Context: an optimization exercise on an open-source flow, tuned for small area. The choices shown serve that exercise and are no tape-out recipe.
Function was checked by simulation only, so behaviour that the tests miss may differ from the original.

==> run M: inputs <==
## rpn_stack_evaluator
module rpn_stack_evaluator #(
	parameter int STACK_DEPTH = 16,
	parameter int NUM_VARS = 32
) (
	input  logic               clk,
	input  logic               arst_n,
	input  logic               in_valid,
	output logic               in_ready,
	input  logic [2:0]         kind,
	input  logic [1:0]         op_code,
	input  logic [4:0]         var_index,
	input  logic signed [31:0] literal,
	output logic               out_valid,
	input  logic               out_ready,
	output logic               print_valid,
	output logic signed [31:0] print_value,
	output logic [2:0]         status
);
Settings: LEC_CHECK=0, ABC_AREA=1, CAP_MARGIN=20, CORE_MARGIN=2, CORE_UTILIZATION=60, CTS_BUF_LIST=sky130_fd_sc_hd__clkbuf_8, CTS_CLUSTER_DIAMETER=60, CTS_CLUSTER_SIZE=20, PLACE_DENSITY=0.7, SLEW_MARGIN=20; clock period 12.0 ns.
run.sh (not shown) runs the stock make flow with config.mk's settings and CLKGATE_MAP_FILE= SYNTH_SCRIPT=/design/flow/synth_recipe.tcl, a recipe that flattens the netlist after the stock synthesis.
==> inputs of run R, as changes to run M <==
--- a/flow/design.v
+++ b/flow/design.v
@@ -50,22 +50,22 @@
 	localparam logic [2:0] X_SHL  = 3'd2;
 	localparam logic [2:0] X_VAR  = 3'd3;
 	localparam logic [2:0] X_LIT  = 3'd4;
 	localparam logic [1:0] A_HOLD = 2'd0;
 	localparam logic [1:0] A_LOAD = 2'd1;   
 	localparam logic [1:0] A_ROT  = 2'd2;   
-	localparam logic [1:0] A_ZERO = 2'd3;   
 	logic [5:0]  state_q, state_d;
 	logic [6:0]  ph_q;
 	logic [4:0]  cnt_q, cnt_d;
 	logic [31:0] a_q;
 	logic [4:0]  idx_q, idx_d;
 	logic        f_q, f_d;
 	logic        qb_q, qb_d;
 	logic        neg_q, neg_d;
 	logic        cy_q;
+	logic        t_q, tag;
 	logic        msb_q;
 	logic [64*8-1:0]  srng_q;
 	logic [15:0]      trng_q;
 	logic [128*8-1:0] vrng_q;
 	logic [7:0]       shead;
 	logic             thead;
@@ -82,28 +82,35 @@
 	logic [8:0]  add;
 	logic        sum32;
 	logic [1:0]  amode;
 	logic        s_we;
 	logic        s_tag;
 	logic        v_we;
-	logic [3:0]  s_b, s_a;
-	logic        win_b, win_a, win_c, win_v;
+	logic [1:0]  s_off;
+	logic [3:0]  s_slot;
+	logic        win, win_v, t_at;
 	logic        is_div;
 	logic        fin;
 	assign shead = srng_q[7:0];
 	assign thead = trng_q[0];
 	assign vhead = vrng_q[7:0];
 	assign byte_i = ph_q[1:0];
 	assign b0     = (byte_i == 2'd0);
 	assign last   = (byte_i == 2'd3);
-	assign s_b    = cnt_q[3:0] - 4'd1;
-	assign s_a    = cnt_q[3:0] - 4'd2;
-	assign win_b  = (ph_q[5:2] == s_b);
-	assign win_a  = (ph_q[5:2] == s_a);
-	assign win_c  = (ph_q[5:2] == cnt_q[3:0]);
+	always_comb begin
+		case (state_q)
+			S_PUSH:                                    s_off = 2'd0;
+			S_RB1, S_OB, S_ADD1, S_MB, S_DB, S_DR:     s_off = 2'd1;
+			default:                                   s_off = 2'd2;
+		endcase
+	end
+	assign s_slot = cnt_q[3:0] - {2'd0, s_off};
+	assign win    = (ph_q[5:2] == s_slot);
 	assign win_v  = (ph_q[6:2] == idx_q);
+	assign t_at   = (ph_q[1:0] == ph_q[5:4]);
+	assign tag    = t_at ? thead : t_q;
 	assign is_div = (op_code == 2'd3);
 	assign first  = (idx_q == 5'd0);
 	always_comb begin
 		case (byte_i)
 			2'd0:    litb = {literal[7:5], kind[0] ? literal[4:0] : var_index};
 			2'd1:    litb = literal[15:8];
@@ -158,28 +165,28 @@
 					endcase
 				end
 			end
 			S_PUSH: begin
 				xsel  = X_LIT;
 				s_tag = !kind[0];
-				if (win_c) begin
+				if (win) begin
 					s_we = 1'b1;
 					if (last) begin
 						state_d = S_ZOK;
 					end
 				end
 			end
 			S_RB1, S_RB2: begin
 				xsel = (state_q == S_RB1) ? X_HEAD : X_VAR;
-				if ((state_q == S_RB1) ? win_b : win_v) begin
+				if ((state_q == S_RB1) ? win : win_v) begin
 					amode = A_LOAD;
 					if (state_q == S_RB1 && b0) begin
 						idx_d = shead[4:0];
 					end
 					if (last) begin
-						if (state_q == S_RB1 && thead) begin
+						if (state_q == S_RB1 && tag) begin
 							state_d = S_RB2;
 						end else if (kind == 3'd4) begin
 							cnt_d   = cnt_q - 5'd1;
 							fin     = 1'b1;
 							state_d = R_PRINT;
 						end else if (kind == 3'd0) begin
@@ -193,48 +200,48 @@
 			S_OB: begin
 				yen = 1'b1;
 				if (is_div && a_q == 32'd0) begin
 					if (last) begin
 						state_d = S_ZDIV0;
 					end
-				end else if (win_b) begin
+				end else if (win) begin
 					s_we  = 1'b1;
 					amode = A_ROT;
 					if (last) begin
 						state_d = S_RA1;
 					end
 				end
 			end
 			S_RA1, S_RA2: begin
 				xsel = (state_q == S_RA1) ? X_HEAD : X_VAR;
-				if ((state_q == S_RA1) ? win_a : win_v) begin
+				if ((state_q == S_RA1) ? win : win_v) begin
 					amode = A_LOAD;
 					if (state_q == S_RA1 && b0) begin
-						idx_d = thead ? shead[4:0] : 5'd0;
+						idx_d = shead[4:0];
 					end
 					if (last) begin
-						if (state_q == S_RA1 && thead) begin
+						if (state_q == S_RA1 && tag) begin
 							state_d = S_RA2;
 						end else begin
-							idx_d = (state_q == S_RA1) ? idx_q : 5'd0;
+							idx_d = 5'd0;
 							case (op_code)
 								2'd0, 2'd1: state_d = S_ADD1;
 								2'd2:       state_d = S_MB;
 								default:    state_d = S_DS;
 							endcase
 						end
 					end
 				end
 			end
 			S_AS1: begin
-				if (win_a) begin
+				if (win) begin
 					if (b0) begin
 						idx_d = shead[4:0];
 					end
 					if (last) begin
-						state_d = thead ? S_AS3 : S_ZNOTVAR;
+						state_d = tag ? S_AS3 : S_ZNOTVAR;
 					end
 				end
 			end
 			S_AS3: begin
 				yen = 1'b1;
 				if (win_v) begin
@@ -246,44 +253,44 @@
 				end
 			end
 			S_ADD1: begin
 				xsel = X_HEAD;
 				yen  = 1'b1;
 				sub  = op_code[0];
-				if (win_b) begin
+				if (win) begin
 					amode = A_LOAD;
 					if (last) begin
 						state_d = S_ADD2;
 					end
 				end
 			end
 			S_ADD2: begin
 				yen = 1'b1;
 				sub = op_code[0];
-				if (win_a) begin
+				if (win) begin
 					s_we  = 1'b1;
 					amode = A_ROT;
 					if (last) begin
 						state_d = S_ZOK;
 					end
 				end
 			end
 			S_MB: begin
 				xsel = X_SHL;
-				if (win_b) begin
+				if (win) begin
 					s_we = 1'b1;
 					if (last) begin
 						f_d     = shead[7];
 						state_d = S_MA;
 					end
 				end
 			end
 			S_MA: begin
 				xsel = first ? X_ZERO : X_SHL;
 				yen  = f_q;
-				if (win_a) begin
+				if (win) begin
 					s_we  = 1'b1;
 					amode = A_ROT;
 					if (last) begin
 						idx_d   = idx_q + 5'd1;
 						state_d = (idx_q == 5'd31) ? S_ZOK : S_MB;
 					end
@@ -295,23 +302,23 @@
 					state_d = S_DA;
 				end
 			end
 			S_DA: begin
 				yen = 1'b1;
 				sub = neg_q;
-				if (win_a) begin
+				if (win) begin
 					s_we  = 1'b1;
 					amode = A_ROT;
 					if (last) begin
 						state_d = S_DB;
 					end
 				end
 			end
 			S_DB: begin
 				xsel = X_HEAD;
-				if (win_b) begin
+				if (win) begin
 					amode = A_LOAD;
 					if (last) begin
 						state_d = S_DT;
 					end
 				end
 			end
@@ -330,59 +337,59 @@
 					state_d = S_DQ;
 				end
 			end
 			S_DQ: begin
 				xsel = X_SHL;
 				sbit = qb_q;
-				if (win_a) begin
+				if (win) begin
 					s_we = 1'b1;
 					if (last) begin
 						f_d     = shead[7];
 						state_d = S_DR;
 					end
 				end
 			end
 			S_DR: begin
 				xsel = first ? X_ZERO : X_SHL;
 				sbit = f_q;
 				yen  = 1'b1;
 				sub  = first | qb_q;
-				if (win_b) begin
+				if (win) begin
 					s_we  = 1'b1;
 					amode = A_ROT;
 					if (last) begin
 						qb_d    = !sum32;
 						idx_d   = idx_q + 5'd1;
 						state_d = (idx_q == 5'd31) ? S_DF : S_DQ;
 					end
 				end
 			end
 			S_DF: begin
 				xsel = X_SHL;
 				sbit = qb_q;
-				if (win_a) begin
+				if (win) begin
 					s_we  = 1'b1;
 					amode = A_LOAD;
 					if (last) begin
 						state_d = neg_q ? S_DN : S_ZOK;
 					end
 				end
 			end
 			S_DN: begin
 				yen = 1'b1;
 				sub = 1'b1;
-				if (win_a) begin
+				if (win) begin
 					s_we  = 1'b1;
 					amode = A_ROT;
 					if (last) begin
 						state_d = S_ZOK;
 					end
 				end
 			end
 			S_ZOK, S_ZUNDER, S_ZOVER, S_ZDIV0, S_ZNOTVAR: begin
-				amode = A_ZERO;
+				amode = A_LOAD;   
 				if (last) begin
 					if (state_q == S_ZOK) begin
 						case (kind)
 							3'd0:       cnt_d = cnt_q - 5'd2;
 							3'd1:       cnt_d = cnt_q - 5'd1;
 							3'd2, 3'd3: cnt_d = cnt_q + 5'd1;
@@ -417,25 +424,23 @@
 		end
 	end
 	always_ff @(posedge clk) begin
 		case (amode)
 			A_LOAD: a_q <= {add[7:0], a_q[31:8]};
 			A_ROT:  a_q <= {a_q[7:0], a_q[31:8]};
-			A_ZERO: a_q <= {8'd0, a_q[31:8]};
 			default: ;
 		endcase
 		idx_q  <= idx_d;
 		f_q    <= f_d;
 		qb_q   <= qb_d;
 		neg_q  <= neg_d;
 		cy_q   <= add[8];
 		msb_q  <= shead[7];
 		srng_q <= {s_we ? add[7:0] : shead, srng_q[64*8-1:8]};
-		if (last) begin
-			trng_q <= {s_we ? s_tag : thead, trng_q[15:1]};
-		end
+		t_q    <= tag;
+		trng_q <= {(s_we && t_at) ? s_tag : thead, trng_q[15:1]};
 		vrng_q <= {v_we ? add[7:0] : vhead, vrng_q[128*8-1:8]};
 	end
 	assign in_ready    = fin;
 	assign out_valid   = state_q[5];
 	assign print_valid = state_q[4];
 	assign status      = state_q[2:0];
==> flow/flow/run.sh (new file) <==
#!/bin/bash
# Own layout flow: the standard flow (standard.sh) with these changes:
#  - synthesis is synth_recipe.tcl unchanged except that its ABC call maps the
#    combinational logic with flow/area.abc (area only, no delay target) instead of
#    ORFS's abc_area.script; flip-flops are mapped before ABC, so registers, their
#    names and cell types are the standard synthesis's;
#  - port buffers use sky130_fd_sc_hd__buf_1 (the default pick is a 10 um2 delay buffer);
#  - clock tree synthesis without dummy loads, with clkbuf_8 leaf clusters.
# make's full output goes to flow_make.log here; ORFS keeps each step's log in orfs/logs/.
set -euo pipefail
here=$(pwd)
{
	head -n 1 synth_recipe.tcl
	cat <<TCL
proc abc {args} {
	set keep {}
	set skip 0
	foreach a \$args {
		if {\$skip} { set skip 0; continue }
		if {\$a eq "-script" || \$a eq "-D" || \$a eq "-constr"} { set skip 1; continue }
		lappend keep \$a
	}
	yosys abc -script $here/flow/area.abc {*}\$keep
}
TCL
	tail -n +2 synth_recipe.tcl
} > own_synth.tcl
export BUFFER_PORTS_ARGS="-buffer_cell sky130_fd_sc_hd__buf_1"
export CTS_ARGS="-sink_clustering_enable -repair_clock_nets -sink_clustering_size 20 -sink_clustering_max_diameter 60 -buf_list {sky130_fd_sc_hd__clkbuf_4 sky130_fd_sc_hd__clkbuf_8} -dont_use_dummy_load"
bash standard.sh SYNTH_SCRIPT=$here/own_synth.tcl finish > flow_make.log 2>&1
==> flow/flow/area.abc (new file) <==
strash
&get -n
&fraig -x
&put
dc2
strash
&get -n
&dch -f
&nf -R 1000
&put
==> flow/standard.sh (new file) <==
#!/bin/bash
# synth_recipe.tcl (not shown) runs the flow's synth.tcl, then flattens the netlist and writes it again
# the make line also repeats each setting of config.mk as NAME=value (left out here)
make -C /OpenROAD-flow-scripts/flow DESIGN_CONFIG=/design/flow/config.mk WORK_HOME=/design/flow/orfs CLKGATE_MAP_FILE= SYNTH_SCRIPT=/design/flow/synth_recipe.tcl "${@:-finish}"
removed: flow/run.sh
==> results.txt <==
- Between run R and run M, the lower utilization is in run R (gap 1.4 points).
- Between run R and run M, the lower clock skew is in run M (gap 0.053 ns).
- Against run M, the wire length of run R is lower by 14%.
- Of run M and run R, run M has the higher die area (gap 3.2%, measured against run R).
- In run M the first-iteration DRC count is larger than in run R, by about 4.5%.
- Synthesized area: run R is lower than run M (about 3%).

[port drivers added, routing unchanged]
The results above use ideal ports. As a check the final layouts listed here were re-extracted and re-timed, cells and wires unchanged. Step 1: set_driving_cell puts a clkbuf_16 on clk and a buf_2 on each other input, an assumption about the parent block. Step 2, shift: input delay + t, output delay - t, t = (earliest + latest rising clock arrival at the registers) / 2. This alone moves slack from input paths to output paths. Slacks: ideal / step 1 / step 2; pairs: ideal / step 1.
run | t, ns | setup WS [ns] | latest minus earliest clock arrival (ns) | slew at the worst register clock pin (ns)
run M | 0.778 | 5.041 / 5.016 / 5.016 | 0.047 / 0.047 | 0.12 / 0.12
run R | 0.717 | 4.878 / 4.825 / 5.488 | 0.113 / 0.113 | 0.12 / 0.12
After both steps every run listed still meets setup and hold. The setup slack of run M, which loses most, moves by -0.025 ns with the drivers and by -0.025 ns with both steps.
